This is an optimization exercise on Yosys and OpenROAD, whose aim is small area and a short achievable clock period, not a production implementation. RTL that was checked went through simulation tests only; none was proved equivalent to the original. Power and IR drop assume default switching activity.

## run A
// wasm_ctrl_top
module wasm_ctrl_top (
    input  logic                      clk,
    input  logic                      rst_n,
    input  logic [addr_w-1:0]         read_pointer,
    input  logic [window_bytes*8-1:0] window,
    output logic [7:0]                advance,
    output logic                      jump_en,
    output logic [addr_w-1:0]         jump_addr,
    output logic [11:0]               stack_ctrl,  
    output logic [31:0]               imm,
    output logic                      call_en,
    output logic [24:0]               call_frame,  
    output logic                      ret_en,
    output logic                      finish,
    output logic                      instr_error
);
clock: 8.0 ns
lec_check: 0
cap_margin: 20
core_margin: 2
core_utilization: 60
cts_buf_list: sky130_fd_sc_hd__clkbuf_8
cts_cluster_diameter: 50
cts_cluster_size: 12
setup_slack_margin: 2.5
slew_margin: 20
standard.sh (not shown) runs the stock make flow with config.mk's settings and CLKGATE_MAP_FILE= SYNTH_SCRIPT=/design/flow/synth_recipe.tcl, a recipe that flattens the netlist after the stock synthesis.
==> flow/flow/run.sh <==
#!/bin/bash
set -euo pipefail
export BUFFER_PORTS_ARGS="-buffer_cell sky130_fd_sc_hd__buf_2"
bash standard.sh > standard_flow.log 2>&1
Edits applied to the flow inputs when going from run A to run B:
Settings: SETUP_SLACK_MARGIN now 1.75, was 2.5; ABC_AREA now 1, previously not set.
[summary]
STATUS first-pass GRT wire length: run B loses against run A. Compared with run A, run B shows a lower clock buffer and inverter area fraction after layout. Delta(number of non-clock inverters, run B - run A) > 0. Relative to run A, the power share of the clock group of run B is lower by 2.0 points. Run B ended up with call_frame[18] as its worst setup path endpoint; run A ended up with body_end[11]. Compared to run A, the routing of run B uses more wire. Summary: with run A as the reference, via count in run B moved up by more than 10%. Sort run A and run B by share of synthesized area spent on multiplexers desc -> top: run A.
--- input diff run B..run C ---
Settings: CTS_CLUSTER_SIZE now 16, was 12; CTS_CLUSTER_DIAMETER now 60, was 50; SETUP_SLACK_MARGIN now 2.25, was 1.75.
Findings:
Comparing run C and run B, the lower routed length on met1 was measured on run B. [run C vs run B] relative contribution of combinational cells to total power: higher in run C. When run C is measured against run B, its final cell count turns out about 0.7% higher. Diff run C..run B | count of mapped cells out of synthesis | unchanged. Comparing the two runs side by side, run C comes out ahead of run B on clock skew.
diff inputs: run C => run D
Settings: changing CTS_CLUSTER_SIZE from 16 to 12; changing CTS_CLUSTER_DIAMETER from 60 to 50; removing ABC_AREA (formerly 1).
### Flow results
- Between run D and run C, the post-synthesis cell type count is lower for run C.
- Run C has higher net count of the finished layout than run D.
- Area of the placeable core shrinks by a few percent when moving from run C to run D.
- Routed length per placed instance was higher in the run labelled run D.

---

Another version of the RTL of wasm_ctrl_top (not shown whole).
Size in the first run: ~2700 cells after synthesis, roughly 560 flip-flops, roughly 170 I/O pins, roughly 0.027 mm² of cells after synthesis.
Settings: LEC_CHECK=0, ABC_AREA=1, CAP_MARGIN=20, CORE_MARGIN=2, CORE_UTILIZATION=60, SETUP_SLACK_MARGIN=3.0, SLEW_MARGIN=20; clock period 8.0 ns.
Scripts as last shown in full above: flow/flow/run.sh
The first run finished with timing, DRC and antenna clean.
Rerun with:
--- a/flow/config.mk
+++ b/flow/config.mk
@@ -9,5 +9,5 @@
 export CAP_MARGIN = 20
 export CORE_MARGIN = 2
-export CORE_UTILIZATION = 60
-export SETUP_SLACK_MARGIN = 3.0
+export CORE_UTILIZATION = 40
+export SETUP_SLACK_MARGIN = 2.5
 export SLEW_MARGIN = 20
- worst setup slack gains 0.078 ns
- routed wire length shrinks by about 3.6%
- via count shrinks by about 5%
Rerun with:
--- a/flow/config.mk
+++ b/flow/config.mk
@@ -6,5 +6,4 @@
 export NUM_CORES = 4
 export LEC_CHECK = 0
-export ABC_AREA = 1
 export CAP_MARGIN = 20
 export CORE_MARGIN = 2
The changed run ran to the end with no violations.
Die area decreases by 3.7%.
Cell area decreases by 2.2%.
Cell count decreases by 26%.
Via count decreases by 22%.
Worst setup slack degrades by 0.51 ns.
Maximum frequency decreases by 8.4%.
Power decreases by 8.2%.
Sequential share of layout area increases by 1.2 points.
Hold slack degrades by 0.0058 ns.
Synthesized cell count decreases by 38%.
No run of this note included a check of the RTL's function; only the layout flow was run.

==> re-timing with driven ports <==
No port has a modelled driver above. Below, the same layouts with a new extraction and two added sets of constraints.
Step 1: set_driving_cell puts a clkbuf_16 on clk and a buf_2 on each other input, an assumption about the parent block.
Step 2, shift: input delay + t, output delay - t, t = (earliest + latest rising clock arrival at the registers) / 2. This alone moves slack from input paths to output paths.
Slacks: no drivers / after step 1 / after step 2; pairs: no drivers / after step 1.
run | t, ns | setup slack, ns | worst hold slack (ns) | worst register clock-pin slew, ns
run A | 0.706 | 2.099 / 2.046 / 1.345 | 0.362 / 0.362 / 0.362 | 0.09 / 0.09
run B | 0.708 | 1.893 / 1.862 / 1.862 | 0.380 / 0.380 / 0.380 | 0.09 / 0.09
run C | 0.702 | 2.307 / 2.249 / 2.249 | 0.374 / 0.374 / 0.374 | 0.11 / 0.11
run D | 0.722 | 2.165 / 2.032 / 2.032 | 0.369 / 0.369 / 0.369 | 0.09 / 0.09
the first run of note 2 | 0.673 | 2.370 / 2.274 / 2.274 | 0.384 / 0.384 / 0.384 | 0.07 / 0.07
the second run of note 2 | 0.684 | 2.449 / 2.397 / 2.397 | 0.380 / 0.380 / 0.380 | 0.07 / 0.07
the third run of note 2 | 0.676 | 1.937 / 1.871 / 1.231 | 0.374 / 0.374 / 0.374 | 0.06 / 0.06
After both steps every run listed still meets setup and hold. The setup slack of run A, which loses most, moves by -0.053 ns with the drivers and by -0.754 ns with both steps.
